From an optimization exercise on the open Yosys and OpenROAD flow, aimed at small area; shortcuts taken in it are not production practice. At most, simulation tests tie the RTL to the original design; equivalence was not proved.

job 4825:
==> module pg_detune_path, before the edit <==
module pg_detune_path
(
    input  logic [6:0]          i_kc,
    input  logic [2:0]          i_dt1,
    output logic [pdelta_w-1:0] o_detune_value
);
    logic [4:0] shift;
    logic [4:0] intensity;
    logic [1:0] base_sel;
    logic [4:0] base;
    logic [4:0] mag;
    logic [pdelta_w-1:0] mag_ext;
    assign shift = i_kc[6:2];
    assign intensity = {2'b00, shift[4:2]} + {1'b0, pg_table_pkg::dt1_intensity_offset(i_dt1[1:0])} + 5'd1;
    assign base_sel  = (shift >= 5'd28) ? 2'd0 : shift[1:0];
    assign base      = pg_table_pkg::dt1_base_lookup(intensity[0], base_sel);
    always_comb begin
        if (i_dt1[1:0] == 2'b00) begin
            mag = '0;
        end else begin
            case (intensity[4:1])
                4'd5: mag = {4'b0, base[4]};
                4'd6: mag = {3'b0, base[4:3]};
                4'd7: mag = {2'b0, base[4:2]};
                4'd8: mag = {1'b0, base[4:1]};
                4'd9: mag = base;
                default: mag = '0;
            endcase
        end
    end
    assign mag_ext        = {{(pdelta_w-5){1'b0}}, mag};
    assign o_detune_value = i_dt1[2] ? (~mag_ext + 1'b1) : mag_ext;
endmodule
==> module pg_phase_accum, before the edit <==
module pg_phase_accum
#(
    parameter int phase_slots = 32
) (
    input  logic                   i_EMUCLK,
    input  logic                   i_rst,
    input  logic [pdelta_w-1:0]    i_sum,
    input  logic [3:0]             i_mul,
    input  logic                   i_phase_rst,
    output logic                   o_live,
    output logic [out_phase_w-1:0] o_phase
);
    logic [5:0]             since_rst;
    logic                   ring_live;
    logic                   stage_live;
    logic                   tap_live;
    logic [phase_w-1:0]     prod;
    logic [phase_w-1:0]     old_phase;
    logic [phase_w-1:0]     ring [0:phase_slots-1];
    always_ff @(posedge i_EMUCLK) begin
        if (i_rst) begin
            since_rst <= '0;
        end else if (!since_rst[5]) begin
            since_rst <= since_rst + 6'd1;
        end
    end
    assign stage_live = |since_rst;
    assign ring_live  = since_rst[5];
    assign tap_live   = since_rst > 6'd5;
    assign o_live     = since_rst > 6'd3;
    assign prod = (i_mul == 4'd0) ? phase_w'(i_sum >> 1)
                                  : phase_w'({3'b0, i_sum} * {16'b0, i_mul});
    assign old_phase = ring_live ? ring[phase_slots-1] : '0;
    always_ff @(posedge i_EMUCLK) begin
        if (!stage_live || i_phase_rst) begin
            ring[0] <= '0;
        end else begin
            ring[0] <= old_phase + prod;
        end
        for (int i = 1; i < phase_slots; i++) begin
            ring[i] <= ring[i-1];
        end
    end
    assign o_phase = tap_live ? ring[5][phase_w-1:phase_w-out_phase_w] : '0;
endmodule
==> module pg_top, before the edit <==
module pg_top #(
    parameter int phase_slots = 32
) (
    input  logic       i_EMUCLK,
    input  logic       i_rst,
    input  logic [6:0] i_kc,
    input  logic [5:0] i_kf,
    input  logic [2:0] i_dt1,
    input  logic [3:0] i_mul,
    input  logic       i_phase_rst,
    output logic [9:0] o_phase,
    output logic [4:0] o_eg_shift
);
    logic [pdelta_w-1:0] shifted_pdelta;
    logic [pdelta_w-1:0] detune_value;
    logic [pdelta_w-1:0] sum_s1;
    logic [3:0]          mul_s1;
    logic                prst_s1;
    logic [4:0]          shift_s1, shift_s2, shift_s3, shift_s4;
    logic                eg_live;
    pg_fnum_path u_fnum_path (
        .i_kc             (i_kc),
        .i_kf             (i_kf),
        .o_shifted_pdelta (shifted_pdelta)
    );
    pg_detune_path u_detune_path (
        .i_kc           (i_kc),
        .i_dt1          (i_dt1),
        .o_detune_value (detune_value)
    );
    always_ff @(posedge i_EMUCLK) begin
        sum_s1   <= shifted_pdelta + detune_value;
        mul_s1   <= i_mul;
        prst_s1  <= i_phase_rst;
        shift_s1 <= i_kc[6:2];
        shift_s2 <= shift_s1;
        shift_s3 <= shift_s2;
        shift_s4 <= shift_s3;
    end
    pg_phase_accum #(
        .phase_slots (phase_slots)
    ) u_phase_accum (
        .i_EMUCLK    (i_EMUCLK),
        .i_rst       (i_rst),
        .i_sum       (sum_s1),
        .i_mul       (mul_s1),
        .i_phase_rst (prst_s1),
        .o_live      (eg_live),
        .o_phase     (o_phase)
    );
    assign o_eg_shift = eg_live ? shift_s4 : '0;
endmodule
export LEC_CHECK = 0
export CAP_MARGIN = 20
export CORE_MARGIN = 2
export CORE_UTILIZATION = 40
export SLEW_MARGIN = 20
create_clock -name core_clock -period 5.0 [get_ports {i_EMUCLK}]
run.sh (not shown) runs the stock make flow with config.mk's settings and CLKGATE_MAP_FILE= SYNTH_SCRIPT=/design/flow/synth_recipe.tcl, a recipe that flattens the netlist after the stock synthesis.
Every stage of job 4825 finished as expected; the final checks, on the other hand, flagged setup timing, which means the layout fails.
Relative to job 4825, the following input files were edited for job 2655:
-- flow/design.v --
<<< job 4825, line 161
    input  logic [6:0]          i_kc,
    input  logic [2:0]          i_dt1,
    output logic [pdelta_w-1:0] o_detune_value
);
    logic [4:0] shift;
>>> job 2655, line 161
    input  logic [6:0]          i_kc,
    input  logic [2:0]          i_dt1,
    output logic [4:0]          o_mag,
    output logic                o_neg
);
    logic [4:0] shift;
<<< job 4825, line 168
    logic [4:0] base;
    logic [4:0] mag;
    logic [pdelta_w-1:0] mag_ext;
    assign shift = i_kc[6:2];
    assign intensity = {2'b00, shift[4:2]} + {1'b0, pg_table_pkg::dt1_intensity_offset(i_dt1[1:0])} + 5'd1;
>>> job 2655, line 169
    logic [4:0] base;
    logic [4:0] mag;
    assign shift = i_kc[6:2];
    assign intensity = {2'b00, shift[4:2]} + {1'b0, pg_table_pkg::dt1_intensity_offset(i_dt1[1:0])} + 5'd1;
<<< job 4825, line 187
        end
    end
    assign mag_ext        = {{(pdelta_w-5){1'b0}}, mag};
    assign o_detune_value = i_dt1[2] ? (~mag_ext + 1'b1) : mag_ext;
endmodule
`timescale 1ns/1ps
>>> job 2655, line 187
        end
    end
    assign o_mag = mag;
    assign o_neg = i_dt1[2];
endmodule
`timescale 1ns/1ps
<<< job 4825, line 198
    input  logic                   i_EMUCLK,
    input  logic                   i_rst,
    input  logic [pdelta_w-1:0]    i_sum,
    input  logic [3:0]             i_mul,
    input  logic                   i_phase_rst,
>>> job 2655, line 198
    input  logic                   i_EMUCLK,
    input  logic                   i_rst,
    input  logic [pdelta_w-1:0]    i_pdelta,
    input  logic [4:0]             i_mag,
    input  logic                   i_neg,
    input  logic [3:0]             i_mul,
    input  logic                   i_phase_rst,
<<< job 4825, line 208
    logic                   stage_live;
    logic                   tap_live;
    logic [phase_w-1:0]     prod;
    logic [phase_w-1:0]     old_phase;
    logic [phase_w-1:0]     ring [0:phase_slots-1];
>>> job 2655, line 210
    logic                   stage_live;
    logic                   tap_live;
    logic [pdelta_w-1:0]    mag_ext;
    logic [pdelta_w-1:0]    i_sum;
    logic [phase_w-1:0]     old_phase;
    logic [phase_w-1:0]     ring [0:phase_slots-1];
<<< job 4825, line 222
    assign tap_live   = since_rst > 6'd5;
    assign o_live     = since_rst > 6'd3;
    assign prod = (i_mul == 4'd0) ? phase_w'(i_sum >> 1)
                                  : phase_w'({3'b0, i_sum} * {16'b0, i_mul});
    assign old_phase = ring_live ? ring[phase_slots-1] : '0;
    always_ff @(posedge i_EMUCLK) begin
>>> job 2655, line 225
    assign tap_live   = since_rst > 6'd5;
    assign o_live     = since_rst > 6'd3;
    assign mag_ext = {{(pdelta_w-5){1'b0}}, i_mag};
    assign i_sum   = i_pdelta + (i_neg ? (~mag_ext + 1'b1) : mag_ext);
    logic [phase_w-1:0] row0, row1, row2, row3;
    assign row0 = i_mul[0] ? {3'b0, i_sum} : ((i_mul == 4'd0) ? {4'b0, i_sum[16:1]} : '0);
    assign row1 = i_mul[1] ? {2'b0, i_sum, 1'b0} : '0;
    assign row2 = i_mul[2] ? {1'b0, i_sum, 2'b0} : '0;
    assign row3 = i_mul[3] ? {i_sum, 3'b0} : '0;
    assign old_phase = ring_live ? ring[phase_slots-1] : '0;
    always_ff @(posedge i_EMUCLK) begin
<<< job 4825, line 229
            ring[0] <= '0;
        end else begin
            ring[0] <= old_phase + prod;
        end
        for (int i = 1; i < phase_slots; i++) begin
>>> job 2655, line 237
            ring[0] <= '0;
        end else begin
            ring[0] <= old_phase + row0 + row1 + row2 + row3;
        end
        for (int i = 1; i < phase_slots; i++) begin
<<< job 4825, line 253
);
    logic [pdelta_w-1:0] shifted_pdelta;
    logic [pdelta_w-1:0] detune_value;
    logic [pdelta_w-1:0] sum_s1;
    logic [3:0]          mul_s1;
    logic                prst_s1;
>>> job 2655, line 261
);
    logic [pdelta_w-1:0] shifted_pdelta;
    logic [4:0]          det_mag;
    logic                det_neg;
    logic [pdelta_w-1:0] pdelta_s1;
    logic [4:0]          mag_s1;
    logic                neg_s1;
    logic [3:0]          mul_s1;
    logic                prst_s1;
<<< job 4825, line 267
        .i_kc           (i_kc),
        .i_dt1          (i_dt1),
        .o_detune_value (detune_value)
    );
    always_ff @(posedge i_EMUCLK) begin
        sum_s1   <= shifted_pdelta + detune_value;
        mul_s1   <= i_mul;
        prst_s1  <= i_phase_rst;
>>> job 2655, line 278
        .i_kc           (i_kc),
        .i_dt1          (i_dt1),
        .o_mag          (det_mag),
        .o_neg          (det_neg)
    );
    always_ff @(posedge i_EMUCLK) begin
        pdelta_s1 <= shifted_pdelta;
        mag_s1   <= det_mag;
        neg_s1   <= det_neg;
        mul_s1   <= i_mul;
        prst_s1  <= i_phase_rst;
<<< job 4825, line 283
        .i_EMUCLK    (i_EMUCLK),
        .i_rst       (i_rst),
        .i_sum       (sum_s1),
        .i_mul       (mul_s1),
        .i_phase_rst (prst_s1),
>>> job 2655, line 297
        .i_EMUCLK    (i_EMUCLK),
        .i_rst       (i_rst),
        .i_pdelta    (pdelta_s1),
        .i_mag       (mag_s1),
        .i_neg       (neg_s1),
        .i_mul       (mul_s1),
        .i_phase_rst (prst_s1),
[summary]
No crash in job 2655: every stage finished, but the layout fails its final checks due to setup timing. Between job 2655 and job 4825, it is job 2655 whose die area is higher, by 0.85%. Re TritonCTS buffer count: job 2655 and job 4825 aren't equal, and the higher value belongs to job 4825. The highest fanout seen on the critical path of job 2655 falls short of that of job 4825 by 1. Global-route total usage across every layer in job 2655 is 0.99 points below job 4825. Taking job 4825 as the reference, in job 2655 number of sequential cells has increased; slack of the worst reg-to-reg path fell 1.01 ns; first-iteration DRC count dropped 3.0%.
For job 2655, only the layout was checked, not whether the RTL still works.

[what the ideal ports hide]
No port has a modelled driver above. Below, the same layouts with a new extraction and two added sets of constraints.
Step 1 sets driving cells, clkbuf_16 on the clock port and buf_2 on the other inputs (assumed; they add their load-dependent delay and slew).
Step 2 also shifts input and output timing later by t, the mid clock arrival at the registers, as if the neighbouring blocks saw the same clock.
a / b / c = ideal ports / drivers / drivers and shift; a / b = the first two.
run | shift t [ns] | setup WS [ns] | cell pins on the clock port's net
job 4825 | 0.632 | -1.650 / -1.658 / -2.290 | 1
job 2655 | 0.629 | -1.202 / -1.202 / -1.232 | 1
The setup slack of job 4825, which loses most, moves by -0.008 ns with the drivers and by -0.640 ns with both steps.
